What follows belongs to an exercise in optimizing a design on an open flow for small area, a short achievable clock period and few clock cycles; a production flow would make more cautious choices.

==> module fft_top, before the edit <==
module fft_top (
  input  logic        clk,
  input  logic        reset,
  input  logic        load,
  input  logic [63:0] load_data,  
  input  logic        start,
  output logic        done,
  input  logic [2:0]  rd_addr,
  output logic [31:0] rd_data     
);
  logic [31:0] e0, e1, e2, e3, f0, f1, f2, f3;
  logic        tr5, ti5;  
  function automatic logic [31:0] cop(input logic [31:0] x, input logic [2:0] c);
    logic [15:0] opr, opi;
    opr = c[2] ? x[15:0] : x[31:16];
    opi = c[2] ? x[31:16] : x[15:0];
    cop = {opr ^ {16{c[1]}}, opi ^ {16{c[0]}}};
  endfunction
  logic k0, s13, n23, n12;
  logic ph;  
  always_ff @(posedge clk) begin
    if (reset) begin
      k0   <= 1'b1;
      s13  <= 1'b0;
      n23  <= 1'b0;
      n12  <= 1'b0;
      ph   <= 1'b0;
      done <= 1'b0;
    end else if (load) begin
      k0   <= s13 & n23;
      s13  <= k0 | (n23 & ~s13);
      n23  <= n12;
      n12  <= k0 | (s13 & n12);
      done <= 1'b0;
    end else if (start) begin
      k0   <= 1'b1;
      s13  <= 1'b0;
      n23  <= 1'b0;
      n12  <= 1'b0;
      ph   <= 1'b1;
    end else if (ph) begin
      ph   <= 1'b0;
      done <= 1'b1;
    end
  end
  logic [31:0] xh, xl;      
  logic [31:0] keep;
  logic [2:0]  c1, c2, c2f, c3;
  assign xh   = load_data[63:32];
  assign xl   = load_data[31:0];
  assign keep = {32{~(k0 & load)}};  
  assign c1  = {s13, n23, n12};
  assign c2  = {1'b0, s13, s13};
  assign c2f = {1'b1, s13, ~s13};
  assign c3  = {s13, n12, n23};
  logic [31:0] xhg, xlg;
  assign xhg = xh & {32{load}};
  assign xlg = xl & {32{load}};
  logic [31:0] se0, se1, se2, se3, sf0, sf1, sf2, sf3;
  fft_cadd #(.KS(0)) u_ae0 (.a(e0 & keep), .b(cop(xhg, 3'b000)), .ci(2'b00),    .s(se0));
  fft_cadd #(.KS(0)) u_ae1 (.a(e1 & keep), .b(cop(xhg, c1)),     .ci(c1[1:0]),  .s(se1));
  fft_cadd #(.KS(0)) u_ae2 (.a(e2 & keep), .b(cop(xhg, c2)),     .ci(c2[1:0]),  .s(se2));
  fft_cadd #(.KS(0)) u_ae3 (.a(e3 & keep), .b(cop(xhg, c3)),     .ci(c3[1:0]),  .s(se3));
  fft_cadd #(.KS(0)) u_af0 (.a(f0 & keep), .b(cop(xlg, 3'b000)), .ci(2'b00),    .s(sf0));
  fft_cadd #(.KS(0)) u_af1 (.a(f1 & keep), .b(cop(xlg, c1)),     .ci(c1[1:0]),  .s(sf1));
  fft_cadd #(.KS(0)) u_af2 (.a(f2 & keep), .b(cop(xlg, c2f)),    .ci(c2f[1:0]), .s(sf2));
  fft_cadd #(.KS(0)) u_af3 (.a(f3 & keep), .b(cop(xlg, c3)),     .ci(c3[1:0]),  .s(sf3));
  logic [31:0] tw;
  fft_mul181 u_mr (.v(f1[31:16]), .y(tw[31:16]));
  fft_mul181 u_mi (.v(f1[15:0]),  .y(tw[15:0]));
  always_ff @(posedge clk) begin
    e0 <= se0;
    e1 <= se1;
    e2 <= se2;
    e3 <= se3;
    f0 <= sf0;
    f2 <= sf2;
    f1 <= (start | ph) ? f3 : sf1;
    f3 <= (start | ph) ? tw : sf3;
    if (start) begin
      tr5 <= (f1[23:16] == 8'h80);
      ti5 <= (f1[7:0] == 8'h80);
    end
  end
  logic [31:0] es, fs;
  logic [1:0]  j;
  logic        ng, odd;
  logic        nra, nrb, nia, nib;
  logic [1:0]  dr, di;
  assign j   = rd_addr[1:0];
  assign ng  = rd_addr[2];
  assign odd = rd_addr[0];
  always_comb begin
    case (j)
      2'd0:    begin es = e0; fs = f0; end
      2'd1:    begin es = e1; fs = f1; end
      2'd2:    begin es = e2; fs = f2; end
      default: begin es = e3; fs = f3; end
    endcase
  end
  assign nra = (j == 2'd3) ? ~ng : ng;
  assign nrb = ng;
  assign nia = ~ng;
  assign nib = (j == 2'd3) ? ~ng : ng;
  always_comb begin
    dr = {1'b0, nra} + {1'b0, odd & nrb};
    di = {1'b0, nib} + {1'b0, odd & nia};
    if (j == 2'd1) begin
      dr = ng ? dr - {1'b0, tr5} : dr + {1'b0, tr5};
      di = ng ? di - {1'b0, ti5} : di + {1'b0, ti5};
    end
  end
  logic [15:0] ra, rb, ia, ib;
  logic [15:0] rs, rc, is_, ic;
  assign ra = fs[31:16] ^ {16{nra}};
  logic [31:0] fo;
  assign fo = (f1 & {32{j == 2'd1}}) | (f3 & {32{j == 2'd3}});
  assign rb = fo[15:0] ^ {16{odd & nrb}};
  assign ia = fo[31:16] ^ {16{odd & nia}};
  assign ib = fs[15:0] ^ {16{nib}};
  assign rs  = es[31:16] ^ ra ^ rb;
  assign rc  = {(es[30:16] & ra[14:0]) | (es[30:16] & rb[14:0]) | (ra[14:0] & rb[14:0]),
                dr[1] | dr[0]};
  assign is_ = es[15:0] ^ ia ^ ib;
  assign ic  = {(es[14:0] & ia[14:0]) | (es[14:0] & ib[14:0]) | (ia[14:0] & ib[14:0]),
                di[1] | di[0]};
  logic [31:0] rsum;
  fft_cadd #(.KS(0)) u_rd (.a({rs, is_}), .b({rc, ic}), .ci({dr[1], di[1]}), .s(rsum));
  always_ff @(posedge clk) begin
    rd_data <= rsum;
  end
endmodule
==> module fft_carry, before the edit <==
module fft_carry #(
  parameter int W  = 16,
  parameter int KS = 0
) (
  input  logic [W-1:0] p,
  input  logic [W-1:0] g,
  input  logic         ci,
  output logic [W-1:0] c
);
  logic [W-1:0] pp, gg, gn;
  always_comb begin
    pp = p;
    gg = g;
    gg[0] = g[0] | (p[0] & ci);
    if (KS != 0) begin
      for (int d = 1; d < W; d = d * 2) begin
        gn = gg;
        for (int i = d; i < W; i++) begin
          gn[i] = gg[i] | (pp[i] & gg[i-d]);
        end
        for (int i = W - 1; i >= d; i--) begin
          pp[i] = pp[i] & pp[i-d];
        end
        gg = gn;
      end
    end else begin
      for (int d = 1; d < W; d = d * 2) begin
        for (int i = 2*d - 1; i < W; i += 2*d) begin
          gg[i] = gg[i] | (pp[i] & gg[i-d]);
          pp[i] = pp[i] & pp[i-d];
        end
      end
      for (int d = 1 << ($clog2(W) - 2); d >= 1; d = d / 2) begin
        for (int i = 3*d - 1; i < W; i += 2*d) begin
          gg[i] = gg[i] | (pp[i] & gg[i-d]);
          pp[i] = pp[i] & pp[i-d];
        end
      end
    end
    c = {gg[W-2:0], ci};
  end
endmodule
clock: 6.5 ns
lec_check: 0
cap_margin: 20
core_margin: 2
core_utilization: 40
setup_slack_margin: 2.3
slew_margin: 20
synth_hierarchical: 1
synth_minimum_keep_size: 0
standard.sh (not shown) runs the stock make flow with config.mk's settings and CLKGATE_MAP_FILE= SYNTH_SCRIPT=/design/flow/synth_recipe.tcl, a recipe that flattens the netlist after the stock synthesis.
==> flow/flow/run.sh <==
#!/bin/bash
# The standard layout, with plain buffers (not delay cells) on the ports.
set -euo pipefail
bash standard.sh BUFFER_PORTS_ARGS="-buffer_cell sky130_fd_sc_hd__buf_2" finish > standard.log 2>&1
==> next run, changes <==
--- a/flow/design.v
+++ b/flow/design.v
@@ -212,8 +212,6 @@
   logic [15:0] rs, rc, is_, ic;
   assign ra = fs[31:16] ^ {16{nra}};
-  logic [31:0] fo;
-  assign fo = (f1 & {32{j == 2'd1}}) | (f3 & {32{j == 2'd3}});
-  assign rb = fo[15:0] ^ {16{odd & nrb}};
-  assign ia = fo[31:16] ^ {16{odd & nia}};
+  assign rb = odd ? fs[15:0] ^ {16{nrb}} : 16'd0;
+  assign ia = odd ? fs[31:16] ^ {16{nia}} : 16'd0;
   assign ib = fs[15:0] ^ {16{nib}};
   assign rs  = es[31:16] ^ ra ^ rb;
@@ -224,5 +222,5 @@
                 di[1] | di[0]};
   logic [31:0] rsum;
-  fft_cadd #(.KS(0)) u_rd (.a({rs, is_}), .b({rc, ic}), .ci({dr[1], di[1]}), .s(rsum));
+  fft_cadd #(.KS(1)) u_rd (.a({rs, is_}), .b({rc, ic}), .ci({dr[1], di[1]}), .s(rsum));
   always_ff @(posedge clk) begin
     rd_data <= rsum;
@@ -276,5 +274,5 @@
         end
       end
-      for (int d = 1 << ($clog2(W) - 2); d >= 1; d = d / 2) begin
+      for (int d = W / 4; d >= 1; d = d / 2) begin
         for (int i = 3*d - 1; i < W; i += 2*d) begin
           gg[i] = gg[i] | (pp[i] & gg[i-d]);
What happened: The new run ran to the end with no violations; core utilization is higher by 0.36 points; setup slack got worse by 89 ps; first-iteration DRC count came out lower by 25%; design area decreases by 0.55%; cell count came out lower by 1.5%; sequential cell count is unchanged; via count hardly moves; global-route usage drops by 1.5 points; clock skew shrinks by 11 ps.
No run of this note included a check of the RTL's function; only the layout flow was run.

* * *

The RTL this note starts from:
==> flow/design.v <==
package fft_data_pkg;
  typedef logic signed [8+8-1:0] sample_t;
  typedef struct packed {
    sample_t re;
    sample_t im;
  } cplx_t;
  typedef struct packed {
    cplx_t upper;  
    cplx_t lower;  
  } cplx_pair_t;
endpackage
package fft_ctrl_pkg;
  typedef logic [$clog2(8)-1:0] bin_addr_t;
  typedef struct packed {
    bin_addr_t upper;
    bin_addr_t lower;
  } addr_pair_t;
  typedef logic [$clog2(3)-1:0] stage_t;
  typedef logic [$clog2(8/2)-1:0] twiddle_idx_t;
  typedef struct packed {
    logic       valid;
    addr_pair_t addr;
  } wr_cmd_t;
endpackage
`timescale 1ns/1ps
module fft_top (
  input  logic        clk,
  input  logic        reset,
  input  logic        load,
  input  logic [63:0] load_data,  
  input  logic        start,
  output logic        done,
  input  logic [2:0]  rd_addr,
  output logic [31:0] rd_data     
);
  logic [31:0] e0, e1, e2, e3, f0, f1, f2, f3;
  logic        tr5, ti5;  
  function automatic logic [31:0] cop(input logic [31:0] x, input logic [2:0] c);
    logic [15:0] opr, opi;
    opr = c[2] ? x[15:0] : x[31:16];
    opi = c[2] ? x[31:16] : x[15:0];
    cop = {opr ^ {16{c[1]}}, opi ^ {16{c[0]}}};
  endfunction
  logic k0, s13, n23, n12;
  logic ph;  
  always_ff @(posedge clk) begin
    if (reset) begin
      k0   <= 1'b1;
      s13  <= 1'b0;
      n23  <= 1'b0;
      n12  <= 1'b0;
      ph   <= 1'b0;
      done <= 1'b0;
    end else if (load) begin
      k0   <= s13 & n23;
      s13  <= k0 | (n23 & ~s13);
      n23  <= n12;
      n12  <= k0 | (s13 & n12);
      done <= 1'b0;
    end else if (start) begin
      k0   <= 1'b1;
      s13  <= 1'b0;
      n23  <= 1'b0;
      n12  <= 1'b0;
      ph   <= 1'b1;
    end else if (ph) begin
      ph   <= 1'b0;
      done <= 1'b1;
    end
  end
  logic [31:0] xh, xl;      
  logic [31:0] keep;
  logic [2:0]  c1, c2, c2f, c3;
  assign xh   = load_data[63:32];
  assign xl   = load_data[31:0];
  assign keep = {32{~(k0 & load)}};  
  assign c1  = {s13, n23, n12};
  assign c2  = {1'b0, s13, s13};
  assign c2f = {1'b1, s13, ~s13};
  assign c3  = {s13, n12, n23};
  logic [31:0] xhg, xlg;
  assign xhg = xh & {32{load}};
  assign xlg = xl & {32{load}};
  logic [31:0] se0, se1, se2, se3, sf0, sf1, sf2, sf3;
  fft_cadd #(.KS(0)) u_ae0 (.a(e0 & keep), .b(cop(xhg, 3'b000)), .ci(2'b00),    .s(se0));
  fft_cadd #(.KS(0)) u_ae1 (.a(e1 & keep), .b(cop(xhg, c1)),     .ci(c1[1:0]),  .s(se1));
  fft_cadd #(.KS(0)) u_ae2 (.a(e2 & keep), .b(cop(xhg, c2)),     .ci(c2[1:0]),  .s(se2));
  fft_cadd #(.KS(0)) u_ae3 (.a(e3 & keep), .b(cop(xhg, c3)),     .ci(c3[1:0]),  .s(se3));
  fft_cadd #(.KS(0)) u_af0 (.a(f0 & keep), .b(cop(xlg, 3'b000)), .ci(2'b00),    .s(sf0));
  fft_cadd #(.KS(0)) u_af1 (.a(f1 & keep), .b(cop(xl, c1)),      .ci(c1[1:0]),  .s(sf1));
  fft_cadd #(.KS(0)) u_af2 (.a(f2 & keep), .b(cop(xlg, c2f)),    .ci(c2f[1:0]), .s(sf2));
  fft_cadd #(.KS(0)) u_af3 (.a(f3 & keep), .b(cop(xl, c3)),      .ci(c3[1:0]),  .s(sf3));
  logic [31:0] tw;
  fft_mul181 u_mr (.v(f1[31:16]), .y(tw[31:16]));
  fft_mul181 u_mi (.v(f1[15:0]),  .y(tw[15:0]));
  always_ff @(posedge clk) begin
    e0 <= se0;
    e1 <= se1;
    e2 <= se2;
    e3 <= se3;
    f0 <= sf0;
    f2 <= sf2;
    if (load) begin
      f1 <= sf1;
      f3 <= sf3;
    end else if (start) begin
      f3  <= tw;
      f1  <= f3;
      tr5 <= (f1[23:16] == 8'h80);
      ti5 <= (f1[7:0] == 8'h80);
    end else if (ph) begin
      f1  <= tw;
    end
  end
  logic [31:0] es, fs;
  logic [1:0]  j;
  logic        ng, odd;
  logic        nra, nrb, nia, nib;
  logic [1:0]  dr, di;
  assign j   = rd_addr[1:0];
  assign ng  = rd_addr[2];
  assign odd = rd_addr[0];
  always_comb begin
    case (j)
      2'd0:    begin es = e0; fs = f0; end
      2'd1:    begin es = e1; fs = f3; end  
      2'd2:    begin es = e2; fs = f2; end
      default: begin es = e3; fs = f1; end  
    endcase
  end
  assign nra = (j == 2'd3) ? ~ng : ng;
  assign nrb = ng;
  assign nia = ~ng;
  assign nib = (j == 2'd3) ? ~ng : ng;
  always_comb begin
    dr = {1'b0, nra} + {1'b0, odd & nrb};
    di = {1'b0, nib} + {1'b0, odd & nia};
    if (j == 2'd1) begin
      dr = ng ? dr - {1'b0, tr5} : dr + {1'b0, tr5};
      di = ng ? di - {1'b0, ti5} : di + {1'b0, ti5};
    end
  end
  logic [15:0] ra, rb, ia, ib;
  logic [15:0] rs, rc, is_, ic;
  assign ra = fs[31:16] ^ {16{nra}};
  assign rb = odd ? fs[15:0] ^ {16{nrb}} : 16'd0;
  assign ia = odd ? fs[31:16] ^ {16{nia}} : 16'd0;
  assign ib = fs[15:0] ^ {16{nib}};
  assign rs  = es[31:16] ^ ra ^ rb;
  assign rc  = {(es[30:16] & ra[14:0]) | (es[30:16] & rb[14:0]) | (ra[14:0] & rb[14:0]),
                dr[1] | dr[0]};
  assign is_ = es[15:0] ^ ia ^ ib;
  assign ic  = {(es[14:0] & ia[14:0]) | (es[14:0] & ib[14:0]) | (ia[14:0] & ib[14:0]),
                di[1] | di[0]};
  logic [31:0] rsum;
  fft_cadd #(.KS(1)) u_rd (.a({rs, is_}), .b({rc, ic}), .ci({dr[1], di[1]}), .s(rsum));
  always_ff @(posedge clk) begin
    rd_data <= rsum;
  end
endmodule
module fft_cadd #(
  parameter int KS = 0
) (
  input  logic [31:0] a,
  input  logic [31:0] b,
  input  logic [1:0]  ci,
  output logic [31:0] s
);
  logic [31:0] p, g, c;
  assign p = a ^ b;
  assign g = a & b;
  fft_carry #(.W(16), .KS(KS)) u_hi (.p(p[31:16]), .g(g[31:16]), .ci(ci[1]), .c(c[31:16]));
  fft_carry #(.W(16), .KS(KS)) u_lo (.p(p[15:0]),  .g(g[15:0]),  .ci(ci[0]), .c(c[15:0]));
  assign s = p ^ c;
endmodule
module fft_mul181 (
  input  logic [15:0] v,
  output logic [15:0] y
);
  logic [23:0] r0, r1, r2, r3, r4, k;
  logic [23:0] s1, c1, s2, c2, s3, c3, s4, c4, p, g, c;
  assign r0 = {8'd0, v};
  assign r1 = {6'd0, v, 2'd0};
  assign r2 = {4'd0, v, 4'd0};
  assign r3 = {3'd0, v, 5'd0};
  assign r4 = {1'd0, v, 7'd0};
  assign k  = (v[15] ? 24'h4b0000 : 24'd0) | 24'd127;
  assign s1 = r0 ^ r1 ^ r2;
  assign c1 = {(r0[22:0] & r1[22:0]) | (r0[22:0] & r2[22:0]) | (r1[22:0] & r2[22:0]), 1'b0};
  assign s2 = r3 ^ r4 ^ k;
  assign c2 = {(r3[22:0] & r4[22:0]) | (r3[22:0] & k[22:0]) | (r4[22:0] & k[22:0]), 1'b0};
  assign s3 = s1 ^ c1 ^ s2;
  assign c3 = {(s1[22:0] & c1[22:0]) | (s1[22:0] & s2[22:0]) | (c1[22:0] & s2[22:0]), 1'b0};
  assign s4 = s3 ^ c3 ^ c2;
  assign c4 = {(s3[22:0] & c3[22:0]) | (s3[22:0] & c2[22:0]) | (c3[22:0] & c2[22:0]), 1'b0};
  assign p = s4 ^ c4;
  assign g = s4 & c4;
  fft_carry #(.W(24), .KS(1)) u_c (.p(p), .g(g), .ci(1'b0), .c(c));
  assign y = p[23:8] ^ c[23:8];
endmodule
module fft_carry #(
  parameter int W  = 16,
  parameter int KS = 0
) (
  input  logic [W-1:0] p,
  input  logic [W-1:0] g,
  input  logic         ci,
  output logic [W-1:0] c
);
  logic [W-1:0] pp, gg, gn;
  always_comb begin
    pp = p;
    gg = g;
    gg[0] = g[0] | (p[0] & ci);
    if (KS != 0) begin
      for (int d = 1; d < W; d = d * 2) begin
        gn = gg;
        for (int i = d; i < W; i++) begin
          gn[i] = gg[i] | (pp[i] & gg[i-d]);
        end
        for (int i = W - 1; i >= d; i--) begin
          pp[i] = pp[i] & pp[i-d];
        end
        gg = gn;
      end
    end else begin
      for (int d = 1; d < W; d = d * 2) begin
        for (int i = 2*d - 1; i < W; i += 2*d) begin
          gg[i] = gg[i] | (pp[i] & gg[i-d]);
          pp[i] = pp[i] & pp[i-d];
        end
      end
      for (int d = W / 4; d >= 1; d = d / 2) begin
        for (int i = 3*d - 1; i < W; i += 2*d) begin
          gg[i] = gg[i] | (pp[i] & gg[i-d]);
          pp[i] = pp[i] & pp[i-d];
        end
      end
    end
    c = {gg[W-2:0], ci};
  end
endmodule
Settings: LEC_CHECK=0, CAP_MARGIN=20, CORE_MARGIN=2, CORE_UTILIZATION=40, SETUP_SLACK_MARGIN=2.0, SLEW_MARGIN=20, SYNTH_HIERARCHICAL=1, SYNTH_MINIMUM_KEEP_SIZE=0; clock period 6.5 ns.
Scripts as last shown in full above: flow/flow/run.sh
Rerun with:
--- a/flow/design.v
+++ b/flow/design.v
@@ -78,18 +78,23 @@
   assign c2  = {1'b0, s13, s13};
   assign c2f = {1'b1, s13, ~s13};
   assign c3  = {s13, n12, n23};
   logic [31:0] xhg, xlg;
-  assign xhg = xh & {32{load}};
-  assign xlg = xl & {32{load}};
+  logic [2:0]  c1g, c2g, c2fg, c3g;
+  assign xhg  = xh & {32{load}};
+  assign xlg  = xl & {32{load}};
+  assign c1g  = c1 & {3{load}};
+  assign c2g  = c2 & {3{load}};
+  assign c2fg = c2f & {3{load}};
+  assign c3g  = c3 & {3{load}};
   logic [31:0] se0, se1, se2, se3, sf0, sf1, sf2, sf3;
-  fft_cadd #(.KS(0)) u_ae0 (.a(e0 & keep), .b(cop(xhg, 3'b000)), .ci(2'b00),    .s(se0));
-  fft_cadd #(.KS(0)) u_ae1 (.a(e1 & keep), .b(cop(xhg, c1)),     .ci(c1[1:0]),  .s(se1));
-  fft_cadd #(.KS(0)) u_ae2 (.a(e2 & keep), .b(cop(xhg, c2)),     .ci(c2[1:0]),  .s(se2));
-  fft_cadd #(.KS(0)) u_ae3 (.a(e3 & keep), .b(cop(xhg, c3)),     .ci(c3[1:0]),  .s(se3));
-  fft_cadd #(.KS(0)) u_af0 (.a(f0 & keep), .b(cop(xlg, 3'b000)), .ci(2'b00),    .s(sf0));
+  fft_cadd #(.KS(0)) u_ae0 (.a(e0 & keep), .b(cop(xhg, 3'b000)), .ci(2'b00),   .s(se0));
+  fft_cadd #(.KS(0)) u_ae1 (.a(e1 & keep), .b(cop(xhg, c1g)),    .ci(c1g[1:0]), .s(se1));
+  fft_cadd #(.KS(0)) u_ae2 (.a(e2 & keep), .b(cop(xhg, c2g)),    .ci(c2g[1:0]), .s(se2));
+  fft_cadd #(.KS(0)) u_ae3 (.a(e3 & keep), .b(cop(xhg, c3g)),    .ci(c3g[1:0]), .s(se3));
+  fft_cadd #(.KS(0)) u_af0 (.a(f0 & keep), .b(cop(xlg, 3'b000)), .ci(2'b00),   .s(sf0));
   fft_cadd #(.KS(0)) u_af1 (.a(f1 & keep), .b(cop(xl, c1)),      .ci(c1[1:0]),  .s(sf1));
-  fft_cadd #(.KS(0)) u_af2 (.a(f2 & keep), .b(cop(xlg, c2f)),    .ci(c2f[1:0]), .s(sf2));
+  fft_cadd #(.KS(0)) u_af2 (.a(f2 & keep), .b(cop(xlg, c2fg)),   .ci(c2fg[1:0]), .s(sf2));
   fft_cadd #(.KS(0)) u_af3 (.a(f3 & keep), .b(cop(xl, c3)),      .ci(c3[1:0]),  .s(sf3));
   logic [31:0] tw;
   fft_mul181 u_mr (.v(f1[31:16]), .y(tw[31:16]));
   fft_mul181 u_mi (.v(f1[15:0]),  .y(tw[15:0]));
@@ -152,9 +157,9 @@
   assign is_ = es[15:0] ^ ia ^ ib;
   assign ic  = {(es[14:0] & ia[14:0]) | (es[14:0] & ib[14:0]) | (ia[14:0] & ib[14:0]),
                 di[1] | di[0]};
   logic [31:0] rsum;
-  fft_cadd #(.KS(1)) u_rd (.a({rs, is_}), .b({rc, ic}), .ci({dr[1], di[1]}), .s(rsum));
+  fft_cadd #(.KS(0)) u_rd (.a({rs, is_}), .b({rc, ic}), .ci({dr[1], di[1]}), .s(rsum));
   always_ff @(posedge clk) begin
     rd_data <= rsum;
   end
 endmodule
=>
- The new run finished clean
- design area went up slightly
- final cell count rises slightly
- wire length came out higher slightly
- count of clock-buffer cells in the layout grows by 6
Function was not checked in any run of this note: the RTL went through the layout flow alone.

-- separate check: timing with driven ports --
The results above use ideal ports. As a check the final layouts listed here were re-extracted and re-timed, cells and wires unchanged. Step 1, drivers: a clkbuf_16 drives clk and a buf_2 each remaining input, both assumed. Step 2, shift: input delay + t, output delay - t, t = (earliest + latest rising clock arrival at the registers) / 2. This alone moves slack from input paths to output paths. a / b / c = ideal ports / drivers / drivers and shift; a / b = the first two.
run	t (ns)	setup WS [ns]	worst register clock-pin slew, ns	cell pins on the clock port's net
the first run of note 1	0.618	2.431 / 2.237 / 1.619	0.06 / 0.06	1
the second run of note 1	0.603	2.342 / 2.161 / 1.557	0.06 / 0.06	1
the first run of note 2	0.617	2.089 / 2.089 / 1.523	0.06 / 0.06	1
the second run of note 2	0.630	2.146 / 2.146 / 1.535	0.06 / 0.06	1
After both steps setup and hold are still met in every run listed. For the first run of note 1, which loses most, drivers alone change the setup slack by -0.194 ns; drivers and shift together by -0.812 ns.
